Context: an optimization exercise on an open-source flow, tuned for small area and a short achievable clock period. The choices shown serve that exercise and are no tape-out recipe. The RTL was checked by simulation tests, not by an equivalence proof against the original design. Power figures rest on the tool's default switching activity, not on a simulated workload.

[flow/design.v]
`default_nettype none
package offload_pkg;
  typedef logic [31:0] data_t;
  typedef logic [31:0] addr_t;
  typedef logic [4:0]  acc_id_t;
  typedef logic [1:0]  acc_target_t;
  typedef logic [3:0]  strb_t;
  typedef logic [11:0] ssr_word_t;
  localparam acc_target_t TARGET_FPU  = 2'd0;
  localparam acc_target_t TARGET_HIVE = 2'd1;
  localparam acc_target_t TARGET_SSR  = 2'd2;
  localparam int unsigned NUM_TARGETS = 3;
  localparam int unsigned TGT_IDX_W   = $clog2(NUM_TARGETS);
  localparam int unsigned NUM_SSRS      = 3;
  localparam int unsigned NUM_SSR_REGS  = 8;
  localparam int unsigned SSR_DM_SEL_W  = $clog2(NUM_SSRS);
  localparam int unsigned SSR_REG_SEL_W = $clog2(NUM_SSR_REGS);
  localparam logic [31:0] SCFG_MASK    = 32'h0000_707f;
  localparam logic [31:0] SCFGRI_MATCH = 32'h0000_102b;
  localparam logic [31:0] SCFGWI_MATCH = 32'h0000_202b;
  localparam logic [31:0] SCFGR_MATCH  = 32'h0000_502b;
  localparam logic [31:0] SCFGW_MATCH  = 32'h0000_602b;
  localparam int unsigned TCDM_ADDR_WIDTH = 17;
  localparam addr_t       TCDM_MASK       = {32{1'b1}} << TCDM_ADDR_WIDTH;
  localparam int unsigned MEM_RSP_DEPTH   = 4;
  localparam int unsigned MEM_PTR_W       = $clog2(MEM_RSP_DEPTH);
  typedef struct packed {
    acc_target_t target;
    acc_id_t     id;
    data_t       data_op;
    data_t       data_arga;
    data_t       data_argb;
    data_t       data_argc;
  } acc_req_t;
  typedef struct packed {
    acc_id_t id;
    data_t   data;
    logic    error;
  } acc_rsp_t;
  localparam int unsigned ACC_RSP_W = 5 + 32 + 1;
  typedef struct packed {
    addr_t addr;
    data_t wdata;
    logic  write;
    strb_t strb;
  } mem_req_t;
  typedef struct packed {
    data_t rdata;
    logic  error;
  } mem_rsp_t;
  typedef enum logic {
    MEM_SOC  = 1'b0,
    MEM_TCDM = 1'b1
  } mem_port_t;
endpackage
`default_nettype wire
`timescale 1ns/1ps
`default_nettype none
module offload_req_stage
(
  input  logic                   clk_i,
  input  logic                   rst_ni,
  input  offload_pkg::acc_req_t  acc_req_i,
  input  logic                   acc_valid_i,
  output logic                   acc_ready_o,
  output offload_pkg::acc_req_t  tgt_req_o,
  output logic [offload_pkg::NUM_TARGETS-1:0] tgt_valid_o,
  input  logic [offload_pkg::NUM_TARGETS-1:0] tgt_ready_i,
  output logic                   ssr_write_o,
  output logic [4:0]             ssr_idx_o
);
  offload_pkg::acc_req_t h_data_q, t_data_q;
  logic [offload_pkg::NUM_TARGETS-1:0] h_tgt_q, t_tgt_q, in_tgt;
  logic       h_wr_q, t_wr_q, in_wr;
  logic [4:0] h_idx_q, t_idx_q, in_idx;
  logic       h_valid_q, full_q;
  logic       push, pop;
  logic       h_load_in, h_load_t, t_load;
  logic        is_rd_imm, is_wr_imm, is_rd_reg, is_wr_reg;
  logic [11:0] cfg_addr;
  logic        in_range;
  always_comb begin
    case (acc_req_i.target)
      offload_pkg::TARGET_HIVE: in_tgt = 3'b010;
      offload_pkg::TARGET_SSR:  in_tgt = 3'b100;
      default:                  in_tgt = 3'b001;
    endcase
  end
  assign is_rd_imm = (acc_req_i.data_op & offload_pkg::SCFG_MASK) == offload_pkg::SCFGRI_MATCH;
  assign is_wr_imm = (acc_req_i.data_op & offload_pkg::SCFG_MASK) == offload_pkg::SCFGWI_MATCH;
  assign is_rd_reg = (acc_req_i.data_op & offload_pkg::SCFG_MASK) == offload_pkg::SCFGR_MATCH;
  assign is_wr_reg = (acc_req_i.data_op & offload_pkg::SCFG_MASK) == offload_pkg::SCFGW_MATCH;
  assign in_wr     = is_wr_imm | is_wr_reg;
  always_comb begin
    if (is_rd_imm || is_wr_imm) begin
      cfg_addr = acc_req_i.data_op[31:20];
    end else if (is_rd_reg || is_wr_reg) begin
      cfg_addr = acc_req_i.data_argb[11:0];
    end else begin
      cfg_addr = '0;
    end
  end
  assign in_range = (cfg_addr[4:0] < 5'(offload_pkg::NUM_SSRS)) &&
                    (cfg_addr[11:5] < 7'(offload_pkg::NUM_SSR_REGS));
  assign in_idx   = in_range ? {cfg_addr[1:0], cfg_addr[7:5]} : 5'd31;
  assign acc_ready_o = ~full_q;
  assign push        = acc_valid_i & ~full_q;
  assign pop         = |(h_tgt_q & tgt_ready_i);
  assign h_load_in = push & (~h_valid_q | pop);
  assign h_load_t  = full_q & pop;
  assign t_load    = push & h_valid_q & ~pop;
  always_ff @(posedge clk_i) begin
    if (rst_ni) begin
      h_valid_q <= 1'b0;
      full_q    <= 1'b0;
      h_tgt_q   <= '0;
    end else begin
      if (h_load_in) begin
        h_valid_q <= 1'b1;
        h_tgt_q   <= in_tgt;
      end else if (h_load_t) begin
        h_valid_q <= 1'b1;
        h_tgt_q   <= t_tgt_q;
      end else if (pop) begin
        h_valid_q <= 1'b0;
        h_tgt_q   <= '0;
      end
      if (t_load) begin
        full_q <= 1'b1;
      end else if (pop) begin
        full_q <= 1'b0;
      end
    end
  end
  always_ff @(posedge clk_i) begin
    if (!h_valid_q || pop) begin
      h_data_q <= full_q ? t_data_q : acc_req_i;
      h_wr_q   <= full_q ? t_wr_q   : in_wr;
      h_idx_q  <= full_q ? t_idx_q  : in_idx;
    end
    if (!full_q) begin
      t_data_q <= acc_req_i;
      t_wr_q   <= in_wr;
      t_idx_q  <= in_idx;
      t_tgt_q  <= in_tgt;
    end
  end
  assign tgt_req_o   = h_data_q;
  assign tgt_valid_o = h_tgt_q;
  assign ssr_write_o = h_wr_q;
  assign ssr_idx_o   = h_idx_q;
endmodule
`default_nettype wire
`timescale 1ns/1ps
`default_nettype none
module ssr_cfg_unit
(
  input  logic     clk_i,
  input  logic     rst_ni,
  input  offload_pkg::acc_req_t req_i,
  input  logic     write_i,
  input  logic [4:0] idx_i,
  input  logic     valid_i,
  output logic     ready_o,
  output offload_pkg::acc_rsp_t rsp_o,
  output logic     rsp_valid_o,
  input  logic     rsp_ready_i
);
  localparam int unsigned NW = offload_pkg::NUM_SSRS*offload_pkg::NUM_SSR_REGS;
  logic [NW-1:0][31:0] cfg_q;
  logic [NW-1:0]       wr_q;
  logic [NW-1:0]       sel;
  offload_pkg::acc_rsp_t rsp_q;
  logic                rsp_valid_q;
  offload_pkg::data_t  rdata;
  logic                req_hs;
  always_comb begin
    for (int unsigned w = 0; w < NW; w++) begin
      sel[w] = idx_i == 5'(w);
    end
  end
  always_comb begin
    rdata = '0;
    for (int unsigned w = 0; w < NW; w++) begin
      rdata = rdata | (cfg_q[w] & {32{sel[w] & wr_q[w]}});
    end
  end
  assign ready_o = ~rsp_valid_q | rsp_ready_i;
  assign req_hs  = valid_i & ready_o;
  always_ff @(posedge clk_i) begin
    if (rst_ni) begin
      wr_q <= '0;
    end else begin
      for (int unsigned w = 0; w < NW; w++) begin
        if (req_hs && write_i && sel[w]) begin
          wr_q[w] <= 1'b1;
        end
      end
    end
  end
  always_ff @(posedge clk_i) begin
    for (int unsigned w = 0; w < NW; w++) begin
      if (req_hs && write_i && sel[w]) begin
        cfg_q[w] <= req_i.data_arga;
      end
    end
  end
  always_ff @(posedge clk_i) begin
    if (rst_ni) begin
      rsp_valid_q <= 1'b0;
    end else if (req_hs) begin
      rsp_valid_q <= 1'b1;
    end else if (rsp_ready_i) begin
      rsp_valid_q <= 1'b0;
    end
  end
  always_ff @(posedge clk_i) begin
    if (ready_o) begin
      rsp_q.id    <= write_i ? offload_pkg::acc_id_t'(0) : req_i.id;
      rsp_q.data  <= rdata;
      rsp_q.error <= 1'b0;
    end
  end
  assign rsp_o       = rsp_q;
  assign rsp_valid_o = rsp_valid_q;
endmodule
`default_nettype wire
`timescale 1ns/1ps
`default_nettype none
module offload_rsp_arbiter
(
  input  logic                              clk_i,
  input  logic                              rst_ni,
  input  logic [offload_pkg::NUM_TARGETS*offload_pkg::ACC_RSP_W-1:0] src_rsp_i,
  input  logic     [offload_pkg::NUM_TARGETS-1:0]        src_valid_i,
  output logic     [offload_pkg::NUM_TARGETS-1:0]        src_ready_o,
  output logic     [1:0]                                 port_ready_o,
  output offload_pkg::acc_rsp_t                          rsp_o,
  output logic                              rsp_valid_o,
  input  logic                              rsp_ready_i
);
  localparam int unsigned W = offload_pkg::ACC_RSP_W;
  offload_pkg::acc_rsp_t rsp_q;
  logic       rsp_valid_q;
  logic [2:0] last_q;
  logic [2:0] v, gnt;
  logic       any_gnt;
  logic       load_en;
  assign v = src_valid_i;
  assign load_en = ~rsp_valid_q | rsp_ready_i;
  assign gnt[0] = v[0] & (last_q[2] | (last_q[1] & ~v[2]) | (last_q[0] & ~v[1] & ~v[2]));
  assign gnt[1] = v[1] & (last_q[0] | (last_q[2] & ~v[0]) | (last_q[1] & ~v[2] & ~v[0]));
  assign gnt[2] = v[2] & (last_q[1] | (last_q[0] & ~v[1]) | (last_q[2] & ~v[0] & ~v[1]));
  assign any_gnt = |v;
  assign src_ready_o = gnt & {3{load_en}};
  logic [1:0] pr_a, pr_b;
  assign pr_a[0] = last_q[2] | (last_q[1] & ~v[2]);
  assign pr_b[0] = last_q[0] & ~v[2];
  assign pr_a[1] = last_q[0];
  assign pr_b[1] = last_q[2] | (last_q[1] & ~v[2]);
  ar_ready i_fpu_ready  (.nvld_i(~rsp_valid_q), .rdy_i(rsp_ready_i), .a_i(pr_a[0]), .b_i(pr_b[0]),
                         .v_i(v[1]), .y_o(port_ready_o[0]));
  ar_ready i_hive_ready (.nvld_i(~rsp_valid_q), .rdy_i(rsp_ready_i), .a_i(pr_a[1]), .b_i(pr_b[1]),
                         .v_i(v[0]), .y_o(port_ready_o[1]));
  always_ff @(posedge clk_i) begin
    if (rst_ni) begin
      rsp_valid_q <= 1'b0;
      last_q      <= 3'b100;
    end else if (load_en) begin
      rsp_valid_q <= any_gnt;
      if (any_gnt) begin
        last_q <= gnt;
      end
    end
  end
  always_ff @(posedge clk_i) begin
    if (load_en) begin
      rsp_q <= ({W{gnt[0]}} & src_rsp_i[0*W +: W]) |
               ({W{gnt[1]}} & src_rsp_i[1*W +: W]) |
               ({W{gnt[2]}} & src_rsp_i[2*W +: W]);
    end
  end
  assign rsp_o       = rsp_q;
  assign rsp_valid_o = rsp_valid_q;
endmodule
module ar_ready
(
  input  logic nvld_i,
  input  logic rdy_i,
  input  logic a_i,
  input  logic b_i,
  input  logic v_i,
  output logic y_o
);
  assign y_o = (nvld_i | rdy_i) & (a_i | (b_i & ~v_i));
endmodule
`default_nettype wire
`timescale 1ns/1ps
`default_nettype none
module mem_route
(
  input  logic     clk_i,
  input  logic     rst_ni,
  input  offload_pkg::addr_t    tcdm_base_i,
  input  offload_pkg::mem_req_t core_req_i,
  input  logic     core_valid_i,
  output logic     core_ready_o,
  output offload_pkg::mem_rsp_t core_rsp_o,
  output logic     core_rsp_valid_o,
  output offload_pkg::mem_req_t tcdm_req_o,
  output logic     tcdm_valid_o,
  input  logic     tcdm_ready_i,
  input  offload_pkg::mem_rsp_t tcdm_rsp_i,
  input  logic     tcdm_rsp_valid_i,
  output logic     tcdm_rsp_ready_o,
  output offload_pkg::mem_req_t soc_req_o,
  output logic     soc_valid_o,
  input  logic     soc_ready_i,
  input  offload_pkg::mem_rsp_t soc_rsp_i,
  input  logic     soc_rsp_valid_i,
  output logic     soc_rsp_ready_o
);
  logic [3:0] port_q;
  logic [3:0] occ_q;        
  logic       head_tcdm_q, head_soc_q;
  logic [3:0] port_d;
  logic [3:0] occ_d;
  logic       is_tcdm, full;
  logic       push, pop;
  assign is_tcdm = core_req_i.addr[31:17] == tcdm_base_i[31:17];
  assign full    = occ_q[3];
  assign tcdm_req_o   = core_req_i;
  assign soc_req_o    = core_req_i;
  assign push         = core_valid_i & ~full & (is_tcdm ? tcdm_ready_i : soc_ready_i);
  logic [14:0] bit_eq;
  logic [4:0]  grp_ne;
  logic        eq01, eq23, eq4, eq4v, win_ne, rdy_t, rdy_s;
  logic        vld, nvld, tcdm_rdy, soc_rdy;
  assign vld      = core_valid_i & ~full;
  assign nvld     = ~vld;
  assign tcdm_rdy = tcdm_ready_i & ~full;
  assign soc_rdy  = soc_ready_i & ~full;
  for (genvar i = 0; i < 15; i++) begin : g_bit
    mr_xnor2 i_eq (.a_i(core_req_i.addr[17+i]), .b_i(tcdm_base_i[17+i]), .y_o(bit_eq[i]));
  end
  for (genvar g = 0; g < 5; g++) begin : g_grp
    mr_nand3 i_ne (.a_i(bit_eq[3*g]), .b_i(bit_eq[3*g+1]), .c_i(bit_eq[3*g+2]), .y_o(grp_ne[g]));
  end
  mr_nor2  i_eq01  (.a_i(grp_ne[0]), .b_i(grp_ne[1]), .y_o(eq01));
  mr_nor2  i_eq23  (.a_i(grp_ne[2]), .b_i(grp_ne[3]), .y_o(eq23));
  mr_inv   i_eq4   (.a_i(grp_ne[4]), .y_o(eq4));
  mr_nor2  i_eq4v  (.a_i(grp_ne[4]), .b_i(nvld), .y_o(eq4v));
  mr_nand3 i_ne    (.a_i(eq01), .b_i(eq23), .c_i(eq4), .y_o(win_ne));
  mr_and3  i_tcdm_valid (.a_i(eq01), .b_i(eq23), .c_i(eq4v), .y_o(tcdm_valid_o));
  mr_a31oi i_soc_valid  (.a1_i(eq01), .a2_i(eq23), .a3_i(eq4), .b1_i(nvld), .y_o(soc_valid_o));
  mr_nand4 i_rdy_t      (.a_i(eq01), .b_i(eq23), .c_i(eq4), .d_i(tcdm_rdy), .y_o(rdy_t));
  mr_nand2 i_rdy_s      (.a_i(win_ne), .b_i(soc_rdy), .y_o(rdy_s));
  mr_nand2 i_core_ready (.a_i(rdy_t), .b_i(rdy_s), .y_o(core_ready_o));
  assign tcdm_rsp_ready_o = head_tcdm_q;
  assign soc_rsp_ready_o  = head_soc_q;
  assign core_rsp_o       = head_tcdm_q ? tcdm_rsp_i : soc_rsp_i;
  assign pop              = (tcdm_rsp_valid_i & head_tcdm_q) | (soc_rsp_valid_i & head_soc_q);
  mr_a22o i_core_rsp_valid (.a1_i(tcdm_rsp_valid_i), .a2_i(head_tcdm_q), .b1_i(soc_rsp_valid_i),
                            .b2_i(head_soc_q), .y_o(core_rsp_valid_o));
  always_comb begin
    logic [3:0] p, o;
    p = port_q;
    o = occ_q;
    if (pop) begin
      p = {1'b0, p[3:1]};
      o = {1'b0, o[3:1]};
    end
    if (push && !o[0])         p[0] = is_tcdm;
    if (push && o[0] && !o[1]) p[1] = is_tcdm;
    if (push && o[1] && !o[2]) p[2] = is_tcdm;
    if (push && o[2] && !o[3]) p[3] = is_tcdm;
    if (push) o = {o[2:0], 1'b1};
    port_d = p;
    occ_d  = o;
  end
  always_ff @(posedge clk_i) begin
    if (rst_ni) begin
      occ_q       <= '0;
      head_tcdm_q <= 1'b0;
      head_soc_q  <= 1'b0;
    end else begin
      occ_q       <= occ_d;
      head_tcdm_q <= occ_d[0] & port_d[0];
      head_soc_q  <= occ_d[0] & ~port_d[0];
    end
  end
  always_ff @(posedge clk_i) begin
    port_q <= port_d;
  end
endmodule
module mr_xnor2 (input logic a_i, input logic b_i, output logic y_o);
  assign y_o = ~(a_i ^ b_i);
endmodule
module mr_inv (input logic a_i, output logic y_o);
  assign y_o = ~a_i;
endmodule
module mr_nand2 (input logic a_i, input logic b_i, output logic y_o);
  assign y_o = ~(a_i & b_i);
endmodule
module mr_nand3 (input logic a_i, input logic b_i, input logic c_i, output logic y_o);
  assign y_o = ~(a_i & b_i & c_i);
endmodule
module mr_and3 (input logic a_i, input logic b_i, input logic c_i, output logic y_o);
  assign y_o = a_i & b_i & c_i;
endmodule
module mr_nand4 (input logic a_i, input logic b_i, input logic c_i, input logic d_i, output logic y_o);
  assign y_o = ~(a_i & b_i & c_i & d_i);
endmodule
module mr_a22o (input logic a1_i, input logic a2_i, input logic b1_i, input logic b2_i,
                output logic y_o);
  assign y_o = (a1_i & a2_i) | (b1_i & b2_i);
endmodule
module mr_a31oi (input logic a1_i, input logic a2_i, input logic a3_i, input logic b1_i,
                 output logic y_o);
  assign y_o = ~((a1_i & a2_i & a3_i) | b1_i);
endmodule
module mr_nor2 (input logic a_i, input logic b_i, output logic y_o);
  assign y_o = ~(a_i | b_i);
endmodule
`default_nettype wire
`timescale 1ns/1ps
`default_nettype none
module core_complex_fabric
(
  input  logic     clk_i,
  input  logic     rst_ni,
  input  offload_pkg::acc_req_t acc_req_i,
  input  logic     acc_valid_i,
  output logic     acc_ready_o,
  output offload_pkg::acc_rsp_t acc_rsp_o,
  output logic     acc_rsp_valid_o,
  input  logic     acc_rsp_ready_i,
  output offload_pkg::acc_req_t fpu_req_o,
  output logic     fpu_valid_o,
  input  logic     fpu_ready_i,
  input  offload_pkg::acc_rsp_t fpu_rsp_i,
  input  logic     fpu_rsp_valid_i,
  output logic     fpu_rsp_ready_o,
  output offload_pkg::acc_req_t hive_req_o,
  output logic     hive_valid_o,
  input  logic     hive_ready_i,
  input  offload_pkg::acc_rsp_t hive_rsp_i,
  input  logic     hive_rsp_valid_i,
  output logic     hive_rsp_ready_o,
  input  offload_pkg::addr_t    tcdm_base_i,
  input  offload_pkg::mem_req_t core_req_i,
  input  logic     core_valid_i,
  output logic     core_ready_o,
  output offload_pkg::mem_rsp_t core_rsp_o,
  output logic     core_rsp_valid_o,
  output offload_pkg::mem_req_t tcdm_req_o,
  output logic     tcdm_valid_o,
  input  logic     tcdm_ready_i,
  input  offload_pkg::mem_rsp_t tcdm_rsp_i,
  input  logic     tcdm_rsp_valid_i,
  output logic     tcdm_rsp_ready_o,
  output offload_pkg::mem_req_t soc_req_o,
  output logic     soc_valid_o,
  input  logic     soc_ready_i,
  input  offload_pkg::mem_rsp_t soc_rsp_i,
  input  logic     soc_rsp_valid_i,
  output logic     soc_rsp_ready_o
);
  offload_pkg::acc_req_t                   tgt_req;
  logic     [offload_pkg::NUM_TARGETS-1:0] tgt_valid, tgt_ready;
  offload_pkg::acc_rsp_t                   ssr_rsp;
  logic                       ssr_rsp_valid;
  logic [offload_pkg::NUM_TARGETS*offload_pkg::ACC_RSP_W-1:0] src_rsp;
  logic                       ssr_write;
  logic [1:0]                 port_ready;
  logic [4:0]                 ssr_idx;
  logic     [offload_pkg::NUM_TARGETS-1:0] src_valid, src_ready;
  offload_req_stage i_offload_req_stage (
    .clk_i       (clk_i),
    .rst_ni      (rst_ni),
    .acc_req_i   (acc_req_i),
    .acc_valid_i (acc_valid_i),
    .acc_ready_o (acc_ready_o),
    .tgt_req_o   (tgt_req),
    .tgt_valid_o (tgt_valid),
    .tgt_ready_i (tgt_ready),
    .ssr_write_o (ssr_write),
    .ssr_idx_o   (ssr_idx)
  );
  assign fpu_req_o    = tgt_req;
  assign hive_req_o   = tgt_req;
  assign fpu_valid_o  = tgt_valid[offload_pkg::TARGET_FPU];
  assign hive_valid_o = tgt_valid[offload_pkg::TARGET_HIVE];
  assign tgt_ready[offload_pkg::TARGET_FPU]  = fpu_ready_i;
  assign tgt_ready[offload_pkg::TARGET_HIVE] = hive_ready_i;
  ssr_cfg_unit i_ssr_cfg_unit (
    .clk_i       (clk_i),
    .rst_ni      (rst_ni),
    .req_i       (tgt_req),
    .write_i     (ssr_write),
    .idx_i       (ssr_idx),
    .valid_i     (tgt_valid[offload_pkg::TARGET_SSR]),
    .ready_o     (tgt_ready[offload_pkg::TARGET_SSR]),
    .rsp_o       (ssr_rsp),
    .rsp_valid_o (ssr_rsp_valid),
    .rsp_ready_i (src_ready[offload_pkg::TARGET_SSR])
  );
  assign src_rsp   = {ssr_rsp, hive_rsp_i, fpu_rsp_i};
  assign src_valid = {ssr_rsp_valid, hive_rsp_valid_i, fpu_rsp_valid_i};
  assign fpu_rsp_ready_o  = port_ready[0];
  assign hive_rsp_ready_o = port_ready[1];
  offload_rsp_arbiter i_offload_rsp_arbiter (
    .clk_i       (clk_i),
    .rst_ni      (rst_ni),
    .src_rsp_i   (src_rsp),
    .src_valid_i (src_valid),
    .src_ready_o (src_ready),
    .port_ready_o(port_ready),
    .rsp_o       (acc_rsp_o),
    .rsp_valid_o (acc_rsp_valid_o),
    .rsp_ready_i (acc_rsp_ready_i)
  );
  mem_route i_mem_route (
    .clk_i            (clk_i),
    .rst_ni           (rst_ni),
    .tcdm_base_i      (tcdm_base_i),
    .core_req_i       (core_req_i),
    .core_valid_i     (core_valid_i),
    .core_ready_o     (core_ready_o),
    .core_rsp_o       (core_rsp_o),
    .core_rsp_valid_o (core_rsp_valid_o),
    .tcdm_req_o       (tcdm_req_o),
    .tcdm_valid_o     (tcdm_valid_o),
    .tcdm_ready_i     (tcdm_ready_i),
    .tcdm_rsp_i       (tcdm_rsp_i),
    .tcdm_rsp_valid_i (tcdm_rsp_valid_i),
    .tcdm_rsp_ready_o (tcdm_rsp_ready_o),
    .soc_req_o        (soc_req_o),
    .soc_valid_o      (soc_valid_o),
    .soc_ready_i      (soc_ready_i),
    .soc_rsp_i        (soc_rsp_i),
    .soc_rsp_valid_i  (soc_rsp_valid_i),
    .soc_rsp_ready_o  (soc_rsp_ready_o)
  );
endmodule
`default_nettype wire
[flow/flow/run.sh]
#!/bin/bash
# Standard ORFS layout (the standard.sh) with these changes:
#  - the small gate modules of the port-side TCDM window compare in
#    mem_route.sv are kept through technology mapping, so the compare
#    is mapped as the shallow tree the RTL spells out (the modules are
#    flattened again by the standard flow's synthesis script before the layout);
#  - the pins of each port-to-port path are kept next to each other;
#  - port buffers start as the smallest buffer (repair_timing upsizes
#    the ones on critical paths);
#  - CTS builds larger sink clusters without dummy loads.
set -euo pipefail
HERE=$(pwd)
export SYNTH_KEEP_MODULES="mr_xnor2 mr_inv mr_nand2 mr_nand3 mr_nand4 mr_and3 mr_nor2 mr_a22o mr_a31oi ar_ready"
export PRE_IO_PLACEMENT_TCL="$HERE/flow/io.tcl"
export BUFFER_PORTS_ARGS="-buffer_cell sky130_fd_sc_hd__buf_1"
export CTS_ARGS="-sink_clustering_enable -repair_clock_nets -dont_use_dummy_load -sink_clustering_size 24 -sink_clustering_max_diameter 150"
bash standard.sh > flow_make.log 2>&1
[flow/flow/io.tcl]
# Keep the pins of each port-to-port path next to each other
set_io_pin_constraint -group -order -pin_names {tcdm_req_o[54] core_req_i[54] soc_req_o[54] tcdm_base_i[17] tcdm_req_o[55] core_req_i[55] soc_req_o[55] tcdm_base_i[18] tcdm_req_o[56] core_req_i[56] soc_req_o[56] tcdm_base_i[19] tcdm_req_o[57] core_req_i[57] soc_req_o[57] tcdm_base_i[20] tcdm_req_o[58] core_req_i[58] soc_req_o[58] tcdm_base_i[21] tcdm_req_o[59] core_req_i[59] soc_req_o[59] tcdm_base_i[22] tcdm_req_o[60] core_req_i[60] soc_req_o[60] tcdm_base_i[23] tcdm_valid_o soc_valid_o core_ready_o core_valid_i tcdm_ready_i soc_ready_i tcdm_req_o[61] core_req_i[61] soc_req_o[61] tcdm_base_i[24] tcdm_req_o[62] core_req_i[62] soc_req_o[62] tcdm_base_i[25] tcdm_req_o[63] core_req_i[63] soc_req_o[63] tcdm_base_i[26] tcdm_req_o[64] core_req_i[64] soc_req_o[64] tcdm_base_i[27] tcdm_req_o[65] core_req_i[65] soc_req_o[65] tcdm_base_i[28] tcdm_req_o[66] core_req_i[66] soc_req_o[66] tcdm_base_i[29] tcdm_req_o[67] core_req_i[67] soc_req_o[67] tcdm_base_i[30] tcdm_req_o[68] core_req_i[68] soc_req_o[68] tcdm_base_i[31]}
set_io_pin_constraint -group -order -pin_names {tcdm_rsp_i[0] core_rsp_o[0] soc_rsp_i[0] tcdm_rsp_i[1] core_rsp_o[1] soc_rsp_i[1] tcdm_rsp_i[2] core_rsp_o[2] soc_rsp_i[2] tcdm_rsp_i[3] core_rsp_o[3] soc_rsp_i[3] tcdm_rsp_i[4] core_rsp_o[4] soc_rsp_i[4] tcdm_rsp_i[5] core_rsp_o[5] soc_rsp_i[5] tcdm_rsp_i[6] core_rsp_o[6] soc_rsp_i[6] tcdm_rsp_i[7] core_rsp_o[7] soc_rsp_i[7] tcdm_rsp_i[8] core_rsp_o[8] soc_rsp_i[8] tcdm_rsp_i[9] core_rsp_o[9] soc_rsp_i[9] tcdm_rsp_i[10] core_rsp_o[10] soc_rsp_i[10] tcdm_rsp_i[11] core_rsp_o[11] soc_rsp_i[11] tcdm_rsp_i[12] core_rsp_o[12] soc_rsp_i[12] tcdm_rsp_i[13] core_rsp_o[13] soc_rsp_i[13] tcdm_rsp_i[14] core_rsp_o[14] soc_rsp_i[14] tcdm_rsp_i[15] core_rsp_o[15] soc_rsp_i[15] tcdm_rsp_i[16] core_rsp_o[16] soc_rsp_i[16] tcdm_rsp_valid_i core_rsp_valid_o soc_rsp_valid_i tcdm_rsp_ready_o soc_rsp_ready_o tcdm_rsp_i[17] core_rsp_o[17] soc_rsp_i[17] tcdm_rsp_i[18] core_rsp_o[18] soc_rsp_i[18] tcdm_rsp_i[19] core_rsp_o[19] soc_rsp_i[19] tcdm_rsp_i[20] core_rsp_o[20] soc_rsp_i[20] tcdm_rsp_i[21] core_rsp_o[21] soc_rsp_i[21] tcdm_rsp_i[22] core_rsp_o[22] soc_rsp_i[22] tcdm_rsp_i[23] core_rsp_o[23] soc_rsp_i[23] tcdm_rsp_i[24] core_rsp_o[24] soc_rsp_i[24] tcdm_rsp_i[25] core_rsp_o[25] soc_rsp_i[25] tcdm_rsp_i[26] core_rsp_o[26] soc_rsp_i[26] tcdm_rsp_i[27] core_rsp_o[27] soc_rsp_i[27] tcdm_rsp_i[28] core_rsp_o[28] soc_rsp_i[28] tcdm_rsp_i[29] core_rsp_o[29] soc_rsp_i[29] tcdm_rsp_i[30] core_rsp_o[30] soc_rsp_i[30] tcdm_rsp_i[31] core_rsp_o[31] soc_rsp_i[31] tcdm_rsp_i[32] core_rsp_o[32] soc_rsp_i[32]}
set_io_pin_constraint -group -order -pin_names {fpu_rsp_valid_i fpu_rsp_ready_o acc_rsp_ready_i hive_rsp_ready_o hive_rsp_valid_i}
[flow/standard.sh]
#!/bin/bash
# synth_recipe.tcl (not shown) runs the flow's synth.tcl, then flattens the netlist and writes it again
# the make line also repeats each setting of config.mk as NAME=value (left out here)
make -C /OpenROAD-flow-scripts/flow DESIGN_CONFIG=/design/flow/config.mk WORK_HOME=/design/flow/orfs CLKGATE_MAP_FILE= SYNTH_SCRIPT=/design/flow/synth_recipe.tcl "${@:-finish}"
[flow/config.mk]
export PLATFORM = sky130hd
export DESIGN_NAME = core_complex_fabric
export DESIGN_NICKNAME = core_complex_fabric
export VERILOG_FILES = /design/flow/design.v
export SDC_FILE = /design/flow/constraint.sdc
export NUM_CORES = 4
export LEC_CHECK = 0
export ABC_AREA = 0
export CAP_MARGIN = 20
export CORE_MARGIN = 2
export CORE_UTILIZATION = 50
export SETUP_SLACK_MARGIN = 3.0
export SLEW_MARGIN = 20
[flow/constraint.sdc]
create_clock -name core_clock -period 6.0 [get_ports {clk_i}]
set_input_delay 1.2000 -clock core_clock [delete_from_list [all_inputs] [get_ports {clk_i}]]
set_output_delay 1.2000 -clock core_clock [all_outputs]
set_load 0.01 [all_outputs]
==> impl_results.md <==
* Status: no timing/DRC/antenna violations
* Die area at 90700 µm²
* Core area at 88000 µm²
* Power per Cell Area at 303 nW/µm²
* DRC at 0
* Critical Path Sink Type: output port
* Clk pin slew, worst setup/hold paths at 0.09 ns
* Remaining Overflow, GRT at 0
* Worst EP required at 4.80 ns
* Critical path class: input port to output port
* Root buffer cell: clkbuf_16
* CTS tree: done
* Synth Area per Inst at 16.5 µm²
* Ys flop type: edfxtp_1
* H-tree levels at 2
* Sw Pwr at 3.48 mW
* Hold-fix buffers, CTS at 0
* #FFs+latches synth at 1172
* Clock Tree Buf Depth at 3
* Worst Max-Slew Pin Slew at 1.11 ns
* Average routed wire per standard cell at 35.1 µm
* Worst hold path type: flop to flop
* Routability cong. at 0.958
* CTS Buf Count at 54
* Final max-slew violation count at 0
* Largest vdd supply drop at 0.218 mV
* Critical path's largest stage delay at 0.17 ns
* Hold path cells at 1
* Hold Violations, Final at 0
* Met3 Usage GRT at 11.6%
* Total track usage at 32.6%
* Drt first pass iters at 14
* Chip height at 301 µm
* Worst setup SP type: input port
* Layout fillers at 7091
* Crit path max-delay cell type: xnor2_2
* Crit path max fanout at 4
* Vias in the first global route at 25159
* Remaining antenna violation count after routing at 0
* DR iter-0 viols at 3664
* Routed via count at 27009
* Syn Std Cell Area at 44200 µm²
* Largest net degree at the start of global routing at 156
* Worst R2R Path Depth at 7
* Fin nets at 3561
* Setup violations, final at 0
* Max Clk Rate at 0.305 GHz
* Row cnt at 109
* First-pass GRT wire length at 202000 µm
* Period utilization at 54.7%
* Crit-path cells: buf_6, xnor2_2, nand3_2, nor2_4, nand3_2, nand2_1, nand2_1, buf_6
* Yosys cell types at 64
* Ys async rst share at 0%
* Normalized max-slew margin at 25.7%
* Gr busiest metal: met2
* Post-synth EDFFs at 990
* Final min period at 3.28 ns
* Met1 usage at 42.3%
* Clock power share at 27.0%
* Layout area overhead at 10.7%
* Layout cells sized above 1 at 15.7%
* Final HPWL DP at 94500 µm
* Max_cap viols at 0
* Sw Share at 23.5%
* Reg power frac at 64.6%
* Internal Pwr Total at 11.3 mW
* RSZ-0062 raised after global routing: yes
* I/O Pins at 882
* Core Util, Final at 55.6%
* Leakage power at 16.0 nW
* Synth warn at 4
* Overall Power at 14.8 mW
* Post-synthesis sequential area ratio at 75.5%
* Worst Path Arrival at 2.08 ns
* Starting Density at 50.2%
* Syn Inst Count at 2675
* CTS Sinks at 1172
* Via density per instance at 6.23
* # port buffers at 702
* Clk_skew at 0.0775 ns
* Logic pwr share at 8.5%
* Final Routed Wirelength at 152000 µm
* Initial antenna violation count at 7
* Die Wd at 301 µm
* Syn Nets at 3068
* Clock latency at the later pin of the worst-skew pair at 0.67 ns
* Met2 Use GR at 49.1%
metrics by stage:
step                      area, µm²  worst slack (ns)  setup TNS, ns  cells  hold slack [ns]
after floorplan               44400             -1.98        -283.65   2675            0.417
after global placement        46300              1.95              0   4190            0.438
after detailed placement      46400              2.05              0   4192            0.440
after CTS                     48500              2.73              0   4306            0.462
after global routing          48900              2.66              0   4334            0.481
final                         48900              2.72              0   4334            0.459
Yosys cell counts, types with 10 or more instances:
cell      count  share of area (%)
o21ai_0      10               0.11
buf_2        69               0.78
a221oi_1     32               0.63
nand2_1      22               0.19
a22oi_1     323                5.5
inv_1        52               0.44
buf_4       277                4.7
edfxtp_1    990                 67
nor2b_1      18               0.25
a22o_1       36               0.71
dfxtp_1     182                8.2
mux2_2      165                4.2
a222oi_1     37               0.84
xnor2_1      28               0.56
nand3_1      16               0.18
clkbuf_1     63               0.54
nand4_1      95                1.3
a21oi_1      44               0.50
and3_1       25               0.35
nor2_1       89               0.76
what timing repair did:
action | in CTS | in global routing
resized for setup | 70 | 57
gates cloned | 5 | 0
pin swaps | 35 | 24
setup endpoints to repair | 404 | 96
buffers inserted | 55 | 25
modules after synthesis, one instance, submodules excluded:
module / times used / cells / flops+latches
core_complex_fabric: 1 / 2640 / 1172
mr_inv: 1 / 1 / 0
ar_ready: 2 / 2 / 0
mr_nand3: 6 / 1 / 0
mr_nor2: 3 / 1 / 0
mr_a22o: 1 / 1 / 0
mr_a31oi: 1 / 1 / 0
mr_and3: 1 / 1 / 0
mr_nand4: 1 / 1 / 0
mr_xnor2: 15 / 1 / 0
mr_nand2: 2 / 1 / 0
critical path: cells and delay by family:
family,cells,cell delay [ns]
buffers and inverters,2,0.23
XOR/XNOR,1,0.17
AND/OR/NAND/NOR,5,0.47
layer usage:
metal	wire length [µm]	vias to the layer above
li1	-	11130
met1	55800	13663
met2	68000	1946
met3	20400	261
met4	7450	9
met5	434	-
state kept, by name (all words and copies together), names as in the netlist:
register	flops
i_ssr_cfg_unit.cfg_q	768
i_offload_req_stage.h_data_q	135
i_offload_req_stage.t_data_q	135
i_offload_rsp_arbiter.rsp_q	38
i_ssr_cfg_unit.rsp_q	37
i_ssr_cfg_unit.wr_q	24
i_offload_req_stage.h_idx_q	5
i_offload_req_stage.t_idx_q	5
i_mem_route.occ_q	4
i_mem_route.port_q	4
i_offload_req_stage.h_tgt_q	3
i_offload_req_stage.t_tgt_q	3
i_offload_rsp_arbiter.last_q	3
i_mem_route.head_soc_q	1
i_mem_route.head_tcdm_q	1
i_offload_req_stage.full_q	1
i_offload_req_stage.h_valid_q	1
i_offload_req_stage.h_wr_q	1
i_offload_req_stage.t_wr_q	1
i_offload_rsp_arbiter.rsp_valid_q	1
i_ssr_cfg_unit.rsp_valid_q	1
final timing paths:
check	start	end	slack (ns)
max	core_req_i[64]	core_ready_o	2.72
min	i_offload_req_stage.t_idx_q[4]	i_offload_req_stage.t_idx_q[4]	0.46
max reg2reg	i_offload_req_stage.h_idx_q[4]	i_ssr_cfg_unit.rsp_q[31]	3.05
min reg2reg	i_offload_req_stage.t_idx_q[4]	i_offload_req_stage.t_idx_q[4]	0.46
placed cells by master, fill, tap and decap left out, drive strengths merged, types with 3 or more instances in the layout:
cell,Yosys,layout
a211oi,4,4
a21oi,44,44
a221oi,35,35
a222oi,37,37
a22o,36,36
a22oi,323,323
a2bb2oi,4,4
a31oi,5,5
and3,25,25
buf,350,837
clkbuf,63,62
dfxtp,182,182
diode,0,3
edfxtp,990,990
inv,53,52
mux2,165,165
mux2i,3,3
nand2,22,22
nand2b,9,9
nand3,16,16
nand4,95,95
nor2,89,94
nor2b,20,20
nor3,6,6
nor3b,5,5
o21ai,14,14
o22a,3,3
or2,3,3
or3,8,8
or3b,3,3
or4,4,4
xnor2,28,28
xor2,3,3
power groups by stage:
stage	sequential [mW]	clock, mW	combinational [mW]
final	9.56	3.99	1.25
after CTS	9.58	4.04	1.17
after global placement	9.80	0	1.01
after global routing	9.59	4.30	1.33
after detailed placement	9.83	0	1.02
after floorplan	9.78	0	0.687
cells by family (layout without fill, tap and decap cells):
kind of cell	Yosys count	count (layout)	share of synthesized area, %
compound gates	518	518	8.96
xor+xnor	31	31	0.615
fa+ha+maj	2	2	0.0566
buf+inv	466	952	6.51
flops	1172	1172	75.5
mux	168	168	4.27
other cells	0	3	0
simple gates	318	323	4.03
final cells by class:
type / instances / area, µm² / share of cell area, %
Sequential cell: 1172 / 33400 / 68.3
Timing Repair Buffer: 845 / 4050 / 8.28
Multi-Input combinational cell: 1042 / 8430 / 17.3
Antenna cell: 3 / 7.51 / 0.0154
Inverter: 53 / 203 / 0.415
Clock buffer: 54 / 1350 / 2.76
Tap cell: 1165 / 1460 / 2.98

## afterwards: timing with drivers on the ports
Ports are ideal in the flow. The routed layout listed here was re-timed in OpenROAD. Step 1: set_driving_cell puts a clkbuf_16 on clk_i and a buf_2 on each other input, an assumption about the parent block. Step 2 adds t to the input delays and takes it off the output delays; t is the mean of the earliest and latest rising clock arrival at the registers after step 1. Input paths then give back, and output paths get back, about the clock's delay inside the block. Three values: ideal ports, drivers, drivers and shift; two values: the first two.
t, ns: 0.707
setup WS [ns]: 2.716 / 2.682 / 2.313
worst setup path at the end: input to register
clock arrival spread, ns: 0.078 / 0.079
pins driven straight from the clock port: 1
After both steps setup and hold are still met in this run. For this run, drivers alone change the setup slack by -0.034 ns; drivers and shift together by -0.403 ns.
